This is an optimization exercise on Yosys and OpenROAD, whose aim is a short achievable clock period and few clock cycles, not a production implementation.
Function was checked by simulation only, so behaviour that the tests miss may differ from the original.
Power is estimated from default activity; no workload was simulated.

==> design/flow/config.mk <==
export PLATFORM = sky130hd
export DESIGN_NAME = cpu_frontend
export DESIGN_NICKNAME = cpu_frontend
export VERILOG_FILES = /design/flow/design.v
export SDC_FILE = /design/flow/constraint.sdc
export NUM_CORES = 4
export LEC_CHECK = 0
export ABC_CLOCK_PERIOD_IN_PS = 2500
export CAP_MARGIN = 30
export CORE_MARGIN = 2
export CORE_UTILIZATION = 35
export PLACE_DENSITY = 0.5
export SETUP_SLACK_MARGIN = 4.5
export SLEW_MARGIN = 30
export TNS_END_PERCENT = 20
==> design/flow/constraint.sdc <==
create_clock -name core_clock -period 8.0 [get_ports {clk_in}]
set_input_delay 1.6000 -clock core_clock [delete_from_list [all_inputs] [get_ports {clk_in}]]
set_output_delay 1.6000 -clock core_clock [all_outputs]
set_load 0.01 [all_outputs]
==> design/flow/design.v <==
`timescale 1ns/1ns
module mem_fetch #(
    parameter int AW = 5,      
    parameter int PF = 8       
)
(
    input  logic        clk_in,
    input  logic        reset,
    input  logic [7:0]  mem_din,
    output logic [31:0] mem_a,
    input  logic        need,          
    input  logic [31:0] need_pc,
    output logic        fill_v,
    output logic [2**AW-1:0] fill_sel,   
    output logic [31:0] fill_pc,
    output logic [31:0] fill_word,
    output logic        fill_jal,
    output logic        fill_br,
    output logic [31:0] fill_tgt
);
    localparam logic [6:0] op_jal    = 7'b1101111;
    localparam logic [6:0] op_branch = 7'b1100011;
    logic [16:0] addr;        
    logic [16:0] addr_n;      
    logic        req_v;       
    logic [31:0] cur_pc;
    logic [1:0]  cur_off;
    logic        resp_v;      
    logic [31:0] resp_pc;
    logic [1:0]  resp_off;
    logic [23:0] bytes;
    logic        fin_v;       
    logic [31:0] fin_pc;
    logic        pf_ok_r;
    logic [31:0] w_imm;
    logic        busy_need;
    logic        start;
    logic [31:0] next_pc;
    logic [AW-1:0] ahead;     
    logic        pf_ok;
    logic        last;
    logic [31:0] w;
    logic        w_jal;
    logic        w_br;
    assign mem_a = {15'd0, addr};
    assign busy_need = (req_v && cur_pc == need_pc) ||
                       (resp_v && resp_off == 2'd3 && resp_pc == need_pc) ||
                       (fill_v && fill_pc == need_pc) ||
                       (fin_v && fin_pc == need_pc);
    assign start     = need && !busy_need;
    assign next_pc = cur_pc + 32'd4;
    assign ahead   = next_pc[AW+1:2] - need_pc[AW+1:2];
    assign pf_ok   = ahead < AW'(PF);
    always_ff @(posedge clk_in) begin
        pf_ok_r <= pf_ok;
    end
    always_ff @(posedge clk_in) begin
        if (reset) begin
            addr    <= 17'd0;
            addr_n  <= '1;
            req_v   <= 1'b1;
            cur_pc  <= 32'd0;
            cur_off <= 2'd0;
        end else if (start) begin
            addr    <= need_pc[16:0];
            addr_n  <= ~need_pc[16:0];
            req_v   <= 1'b1;
            cur_pc  <= need_pc;
            cur_off <= 2'd0;
        end else if (req_v && cur_off != 2'd3) begin
            addr    <= ~addr_n + 17'd1;
            addr_n  <= ~(~addr_n + 17'd1);
            cur_off <= cur_off + 2'd1;
        end else if (pf_ok_r) begin
            addr    <= next_pc[16:0];
            addr_n  <= ~next_pc[16:0];
            req_v   <= 1'b1;
            cur_pc  <= next_pc;
            cur_off <= 2'd0;
        end else begin
            req_v   <= 1'b0;
        end
    end
    assign last = resp_v && resp_off == 2'd3;
    always_ff @(posedge clk_in) begin
        if (reset) begin
            resp_v <= 1'b0;
            fill_v <= 1'b0;
            fill_sel <= '0;
            fin_v  <= 1'b0;
        end else begin
            resp_v <= req_v;
            fill_v <= last;
            fill_sel <= last ? (2**AW)'(1) << resp_pc[AW+1:2] : '0;
            fin_v  <= fill_v;
        end
        resp_pc  <= cur_pc;
        resp_off <= cur_off;
        fin_pc   <= fill_pc;
    end
    always_ff @(posedge clk_in) begin
        if (resp_v) begin
            bytes <= {mem_din, bytes[23:8]};
        end
    end
    always_ff @(posedge clk_in) begin
        if (resp_v && resp_off == 2'd0) begin
            w_jal <= mem_din[6:0] == op_jal;
            w_br  <= mem_din[6:0] == op_branch;
        end
    end
    assign w     = {mem_din, bytes};
    assign w_imm = w_jal ? {{12{w[31]}}, w[19:12], w[20], w[30:21], 1'b0}
                         : {{20{w[31]}}, w[7], w[30:25], w[11:8], 1'b0};
    always_ff @(posedge clk_in) begin
        if (last) begin
            fill_pc   <= resp_pc;
            fill_word <= w;
            fill_jal  <= w_jal;
            fill_br   <= w_br;
            fill_tgt  <= resp_pc + w_imm;
        end
    end
endmodule
`timescale 1ns/1ns
module inst_queue #(
    parameter int IW = 5               
)
(
    input  logic          clk_in,
    input  logic          reset,
    input  logic [2**IW-1:0] wr_sel,   
    input  logic [31:0]   wr_pc,
    input  logic [31:0]   wr_word,
    input  logic [31:0]   wr_tgt,
    input  logic          wr_jal,
    input  logic          wr_br,
    input  logic [63:0]   pred_taken,
    input  logic          rd_use_a,
    input  logic [31:0]   rd_pc_a,
    input  logic [31:0]   rd_pc_b,
    input  logic [2**IW-1:0] rd_sel,
    output logic          rd_hit,
    output logic [31:0]   rd_word,
    output logic [31:0]   rd_next,
    output logic [2**IW-1:0] rd_next_sel
);
    localparam int NL = 1 << IW;
    localparam int TW = 32 - IW;       
    logic          vld  [NL];
    logic [TW-1:0] tag  [NL];
    logic [31:0]   word [NL];
    logic [31:0]   tgt  [NL];
    logic          isj  [NL];
    logic          isb  [NL];
    logic [31:0]   lpc  [NL];          
    logic          take [NL];          
    logic [31:0]   nxt  [NL];          
    logic [NL-1:0] nsel [NL];          
    logic          mat_a [NL];         
    logic          mat_b [NL];         
    logic          hit_a;
    logic          hit_b;
    logic [TW-1:0] wr_tag;
    logic [TW-1:0] rd_tag_a;
    logic [TW-1:0] rd_tag_b;
    assign wr_tag = {wr_pc[31:IW+2], wr_pc[1:0]};
    assign rd_tag_a = {rd_pc_a[31:IW+2], rd_pc_a[1:0]};
    assign rd_tag_b = {rd_pc_b[31:IW+2], rd_pc_b[1:0]};
    always_comb begin
        for (int i = 0; i < NL; i++) begin
            lpc[i]  = {tag[i][TW-1:2], IW'(i), tag[i][1:0]};
            take[i] = isj[i] || (isb[i] && pred_taken[lpc[i][7:2]]);
            nxt[i]  = take[i] ? tgt[i] : lpc[i] + 32'd4;
            nsel[i] = take[i] ? NL'(1) << tgt[i][IW+1:2] : NL'(1) << IW'(i + 1);
            mat_a[i] = vld[i] && tag[i] == rd_tag_a;
            mat_b[i] = vld[i] && tag[i] == rd_tag_b;
        end
    end
    always_comb begin
        hit_a       = 1'b0;
        hit_b       = 1'b0;
        rd_word     = '0;
        rd_next     = '0;
        rd_next_sel = '0;
        for (int i = 0; i < NL; i++) begin
            hit_a       = hit_a       | (rd_sel[i] & mat_a[i]);
            hit_b       = hit_b       | (rd_sel[i] & mat_b[i]);
            rd_word     = rd_word     | ({32{rd_sel[i]}} & word[i]);
            rd_next     = rd_next     | ({32{rd_sel[i]}} & nxt[i]);
            rd_next_sel = rd_next_sel | ({NL{rd_sel[i]}} & nsel[i]);
        end
    end
    assign rd_hit = rd_use_a ? hit_a : hit_b;
    always_ff @(posedge clk_in) begin
        if (reset) begin
            for (int i = 0; i < NL; i++) begin
                vld[i] <= 1'b0;
            end
        end else begin
            for (int i = 0; i < NL; i++) begin
                if (wr_sel[i]) begin
                    vld[i] <= 1'b1;
                end
            end
        end
    end
    always_ff @(posedge clk_in) begin
        for (int i = 0; i < NL; i++) begin
            if (wr_sel[i]) begin
                tag[i]  <= wr_tag;
                word[i] <= wr_word;
                tgt[i]  <= wr_tgt;
                isj[i]  <= wr_jal;
                isb[i]  <= wr_br;
            end
        end
    end
endmodule
`timescale 1ns/1ns
module branch_predict
(
    input  logic        clk_in,
    input  logic        reset,
    input  logic        rdy_in,
    input  logic        bht_update,
    input  logic [31:0] bht_update_pc,
    input  logic        bht_update_taken,
    output logic [63:0] pred_taken
);
    logic [1:0] bht [64];
    always_comb begin
        for (int i = 0; i < 64; i++) begin
            pred_taken[i] = bht[i][1];
        end
    end
    always_ff @(posedge clk_in) begin
        for (int i = 0; i < 64; i++) begin
            if (reset) begin
                bht[i] <= 2'b01;
            end else if (rdy_in && bht_update && bht_update_pc[7:2] == 6'(i)) begin
                if (bht_update_taken && bht[i] != 2'b11) begin
                    bht[i] <= bht[i] + 2'b01;
                end else if (!bht_update_taken && bht[i] != 2'b00) begin
                    bht[i] <= bht[i] - 2'b01;
                end
            end
        end
    end
endmodule
`timescale 1ns/1ns
module cpu_frontend
(
    input  logic            clk_in,
    input  logic            reset,
    input  logic            rdy_in,
    input  logic [7:0]      mem_din,
    output logic [31:0]     mem_a,
    input  logic            issue_ready,
    input  logic            bht_update,
    input  logic [31:0] bht_update_pc,
    input  logic            bht_update_taken,
    output logic            inst_valid,
    output logic [31:0] inst_out,
    output logic [31:0] inst_pc,
    output logic [31:0] inst_next_pc
);
    localparam int IW = 5;
    localparam int NL = 1 << IW;
    logic        fill_v;
    logic [NL-1:0] fill_sel;
    logic [31:0] fill_pc;
    logic [31:0] fill_word;
    logic        fill_jal;
    logic        fill_br;
    logic [31:0] fill_tgt;
    logic [63:0] pred_taken;
    logic [31:0]   lk_pc;      
    logic [NL-1:0] lk_sel;     
    logic [31:0]   cur_pc;     
    logic [NL-1:0] cur_sel;
    logic [31:0]   pc;         
    logic [NL-1:0] sel;
    logic          valid_n;    
    logic          hit;
    logic [31:0]   word;
    logic [31:0]   next_pc;
    logic [NL-1:0] next_sel;
    logic          slot_free;
    mem_fetch #(.AW(IW)) u_mem_fetch (
        .clk_in    (clk_in),
        .reset     (reset),
        .mem_din   (mem_din),
        .mem_a     (mem_a),
        .need      (valid_n),
        .need_pc   (cur_pc),
        .fill_v    (fill_v),
        .fill_sel  (fill_sel),
        .fill_pc   (fill_pc),
        .fill_word (fill_word),
        .fill_jal  (fill_jal),
        .fill_br   (fill_br),
        .fill_tgt  (fill_tgt)
    );
    branch_predict u_branch_predict (
        .clk_in           (clk_in),
        .reset            (reset),
        .rdy_in           (rdy_in),
        .bht_update       (bht_update),
        .bht_update_pc    (bht_update_pc),
        .bht_update_taken (bht_update_taken),
        .pred_taken       (pred_taken)
    );
    inst_queue #(.IW(IW)) u_inst_queue (
        .clk_in      (clk_in),
        .reset       (reset),
        .wr_sel      (fill_sel),
        .wr_pc       (fill_pc),
        .wr_word     (fill_word),
        .wr_tgt      (fill_tgt),
        .wr_jal      (fill_jal),
        .wr_br       (fill_br),
        .pred_taken  (pred_taken),
        .rd_use_a    (valid_n),
        .rd_pc_a     (cur_pc),
        .rd_pc_b     (lk_pc),
        .rd_sel      (sel),
        .rd_hit      (hit),
        .rd_word     (word),
        .rd_next     (next_pc),
        .rd_next_sel (next_sel)
    );
    assign pc        = valid_n ? cur_pc  : lk_pc;
    assign sel       = valid_n ? cur_sel : lk_sel;
    assign slot_free = valid_n || (rdy_in && issue_ready);
    always_ff @(posedge clk_in) begin
        if (reset) begin
            inst_valid <= 1'b0;
            valid_n    <= 1'b1;
            cur_pc     <= 32'd0;
            cur_sel    <= NL'(1);
            lk_pc      <= 32'd0;
            lk_sel     <= NL'(1);
        end else if (slot_free) begin
            inst_valid <= hit;
            valid_n    <= !hit;
            cur_pc     <= pc;
            cur_sel    <= sel;
            lk_pc      <= next_pc;
            lk_sel     <= next_sel;
        end
    end
    always_ff @(posedge clk_in) begin
        if (slot_free) begin
            inst_out     <= word;
            inst_pc      <= pc;
            inst_next_pc <= next_pc;
        end
    end
endmodule
==> design/flow/run.sh <==
#!/bin/bash
# synth_recipe.tcl (not shown) runs the flow's synth.tcl, then flattens the netlist and writes it again
# the make line also repeats each setting of config.mk as NAME=value (left out here)
make -C /OpenROAD-flow-scripts/flow DESIGN_CONFIG=/design/flow/config.mk WORK_HOME=/design/flow/orfs CLKGATE_MAP_FILE= SYNTH_SCRIPT=/design/flow/synth_recipe.tcl finish
==> flow_summary.ini <==
[outcome]
status = complete, no violations

[sta]
fin_worst_skew_ns = 0.101
fin_ws_ns = 3.60
tightestPinTransition_ns = 1.30
finalSetupTns_ns = 0
hold_viol_final = 0
whs_ns = 0.373
setup_viol = 0
period_share = 0.550
min_period_ns = 4.40
grt_setup_unrepaired = true
slew-limit-headroom = 0.110
clock.fmax_mhz = 227
drv_slew = 0

[synth]
ys_ff_latch = 3624
yosysUniqueCellTypes = 92
synth.cell_area_um2 = 167000
ys_seq_area_frac = 0.625
synth-async-reset-ratio = 0
yosysWarnings = 17
synth_flop_cell = edfxtp_1
synth_top_area_share = 0.569
syn_area_per_cell_um2 = 13.2
yosys-top-cells-area = edfxtp_1 (57%), xnor2_1 (8.3%), dfxtp_1 (5.5%)
yosys.area.top_type = edfxtp_1
synth_edf_count = 3163
syn_inst = 12700

[critical_path]
endpoint_kind = flop
crit_top_cell = buf_12
cp_slowest_stage_delay_ns = 0.85
startpoint = valid_n$_SDFFE_PP1P_
path_cells = buf_12 -> buf_12 -> buf_16 -> mux2i_4 -> buf_12 -> o22ai_1 -> nor4_4 -> nand4_1 -> a31o_2 -> o211a_1
reg2reg_from = valid_n$_SDFFE_PP1P_
critPathKind = flop to flop
worstPathArrival_ns = 5.34
crit_slowest_cell = nand4_1
critPathRequiredTime_ns = 8.94
crit_fanout = 27
startpoint_type = flop

[placement]
gp_congestion = 1.14
io_buffer_count = 133
pre_cts_ws_ns = 2.46
dp_hpwl_mm = 823

[cts]
clk_pin_slew_ns = 0.06
clkSinkCount = 3624
cts.htree.levels = 5
clockBufferDepth = 4
cts_buffers = 409
clock_latency_ns = 1.07
root_buffer = clkbuf_16
cts_tree = yes
cts_hold_buf = 0

[detailed_routing]
vias = 144000
drtAntennaViolNets = 0
wirelength_mm = 1210
drt_iter0_drc = 30000
wl_per_cell_um = 59.5
route.detailed.drc = 0
drtPass1Iterations = 6
vias_per_cell = 7.06

[grt]
grt-ovfl-total = 0
antenna_found_initial = 226
grt_pass1_wl_mm = 1480
grt_max_degree = 141
grt_pass1_vias = 125000
grt_use_total = 0.486

[floorplanning]
die_w_um = 694
fp.dieArea_um2 = 482000
die_height_um = 694
core_region_area_um2 = 475000
boundaryPins = 175
start_util = 0.351
rows = 253

[worst_hold_path]
hold_class = flop to flop
worstHoldStart = u_mem_fetch.cur_off[1]$_SDFFE_PP0P_

[pwr]
power.switching_mw = 10.5
p_sw_frac = 0.244
ir_drop_v = 0.00101
leakage_nw = 67.5
p_int_mw = 32.5
p_per_area_nw_per_um2 = 209
pwr-share-seq = 0.481
pwr-share-clk = 0.459
combPwrFrac = 0.060

[job]
max-cap-violations = 0

[finish]
nets = 13700
drive_gt1_frac = 0.203
area_growth_syn_to_layout_pct = 23.3
[Yosys cell counts (16+ instances only)]
library cell  instances
or3_1                38
nand2_1             433
xnor2_1            1588
and2_1               60
a22oi_1             383
a221oi_1            112
and3_1               72
mux2_2              107
o31ai_1              21
nand3_1             264
o22a_1               18
nor2b_1              76
nand4_1             552
or2_2                27
xor2_1              367
o22ai_1             593
a2111oi_0            16
or4_1                75
a22o_1              108
nor3_1              147
mux2i_1             820
o21ai_0             351
clkbuf_1            350
nand2b_1             92
o211ai_1             32
buf_2               318
inv_1                47
nor3b_1              19
buf_1                97
o32ai_1              34
nor2_1              609
a31oi_1              52
a21o_1               54
a21oi_1             190
o311ai_0             47
o221ai_1             66
nor4_1              371
buf_4                54
edfxtp_1           3163
dfxtp_1             461
ha_1                 38
nand3b_1             47
a211oi_1             74
[flip-flops by register name, indices dropped and copies added (netlist names), 128 cells and up]
signal	flops
u_inst_queue.tag	832
u_inst_queue.word	1024
u_inst_queue.tgt	1024
u_branch_predict.bht	128
[layout by cell type (no fill, tap or decap), drive strengths merged, types with 54 or more instances in the layout]
master	netlist	final
edfxtp	3163	3163
xnor2	1588	1588
buf	479	1216
mux2i	832	832
nor2	610	610
o22ai	594	594
nand4	553	553
clkbuf	350	518
dfxtp	461	461
nand2	433	433
a22oi	383	383
nor4	372	372
xor2	367	367
o21ai	351	351
nand3	264	264
a21oi	200	200
clkinv	0	176
diode	0	165
nor3	147	147
clkdlybuf4s50	0	121
a221oi	112	112
mux2	110	111
a22o	108	108
nand2b	92	92
nor2b	76	76
or4	76	76
a211oi	74	74
and3	72	72
o221ai	66	66
and2	60	60
inv	47	55
a21o	54	54
[stage by stage]
stage          utilization  instance area, um2  instances  total power, mW
2_1_floorplan            -              167000      12700             22.5
3_3_place_gp         0.377              179000      18900             23.2
3_5_place_dp         0.379              180000      18900             23.3
4_1_cts              0.427              203000      20100             42.7
5_1_grt              0.432              205000      20200             43.7
6_report             0.433              206000      20400             43.0
[path summary, 6_finish.rpt]
kind                                           to  slack [ns]  cells past startpoint
setup / recovery           lk_pc[29]$_SDFFE_PP0P_        3.60                     10
hold / removal    u_mem_fetch.resp_off[1]$_DFF_P_        0.37                      0
setup reg to reg           lk_pc[29]$_SDFFE_PP0P_        3.60                     10
hold reg to reg   u_mem_fetch.resp_off[1]$_DFF_P_        0.37                      0
[layout make-up]
cell class | instances | area (um2)
Antenna cell | 165 | 413
Clock buffer | 515 | 11000
Clock inverter | 251 | 2730
Fill cell | 43200 | 269000
Inverter | 47 | 193
Multi-Input combinational cell | 8181 | 64700
Sequential cell | 3624 | 105000
Tap cell | 6247 | 7820
Timing Repair Buffer | 1362 | 14300
[repair_timing]
action | CTS | global route
endpoints found under the hold margin | 0 | 0
buffers inserted | 375 | 124
gates cloned | 22 | 2
pin swaps | 139 | 55
setup endpoints to repair | 389 | 310
gates resized for setup | 887 | 195
[logic make-up after synthesis]
logic type / count (synthesis) / share of synthesized area
simple gates: 2939 / 0.0936
xor+xnor: 1955 / 0.103
flops: 3624 / 0.625
other cells: 1 / 0.0000225
buf+inv: 876 / 0.0238
compound gates: 2290 / 0.0944
mux: 942 / 0.0578
fa+ha+maj: 39 / 0.00297
[routing by layer]
layer	GRT usage	vias up	part of all wire	wire length, um
met3	0.252	3200	0.16	198000
li1	-	51200	-	-
met4	0.281	94	0.073	89100
met1	0.621	75200	0.38	456000
met2	0.648	14200	0.39	469000
met5	0.00620	-	0.00086	1040
[worst max-delay path, delay by kind of cell (launching register included)]
kind,cells,cell delay [ns]
multiplexers,1,0.40
AO/OA/AOI/OAI,3,0.93
flip-flops,1,0.35
AND/OR/NAND/NOR,2,1.62
buffers and inverters,4,0.79
[power by group through the flow]
stage	sequential, mW	combinational (mW)	clock (mW)
after floorplan	21.0	1.52	0
final	20.7	2.57	19.7
after global routing	20.7	2.71	20.4
after CTS	20.7	2.33	19.7
after global placement	21.1	2.12	0
after detailed placement	21.1	2.16	0
Testbench counts, summed over its fixed seeds: cycles 21,524.

## afterwards: timing with drivers on the ports
The results above use ideal ports. As a check the final layout listed here was re-extracted and re-timed, cells and wires unchanged. Step 1 (the two cells are an assumption about what drives the block):
set clk [get_ports {clk_in}]
set_driving_cell -lib_cell sky130_fd_sc_hd__clkbuf_16 $clk
set_driving_cell -lib_cell sky130_fd_sc_hd__buf_2 [delete_from_list [all_inputs] $clk]
Step 2 moves the port delays by t, midway between the first and last clock arrival at a register: inputs arrive t later, outputs are due t later. That takes back most of the time a late clock gives input paths. a / b / c = no drivers / after step 1 / after step 2; a / b = the first two.
t, ns: 1.146
slack for setup (ns): 3.599 / 3.599 / 3.235
worst setup path at the end: input to register
pins driven straight from the clock port: 1
After both steps setup and hold are still met in this run. The setup slack of this run moves by 0.000 ns with the drivers and by -0.364 ns with both steps.
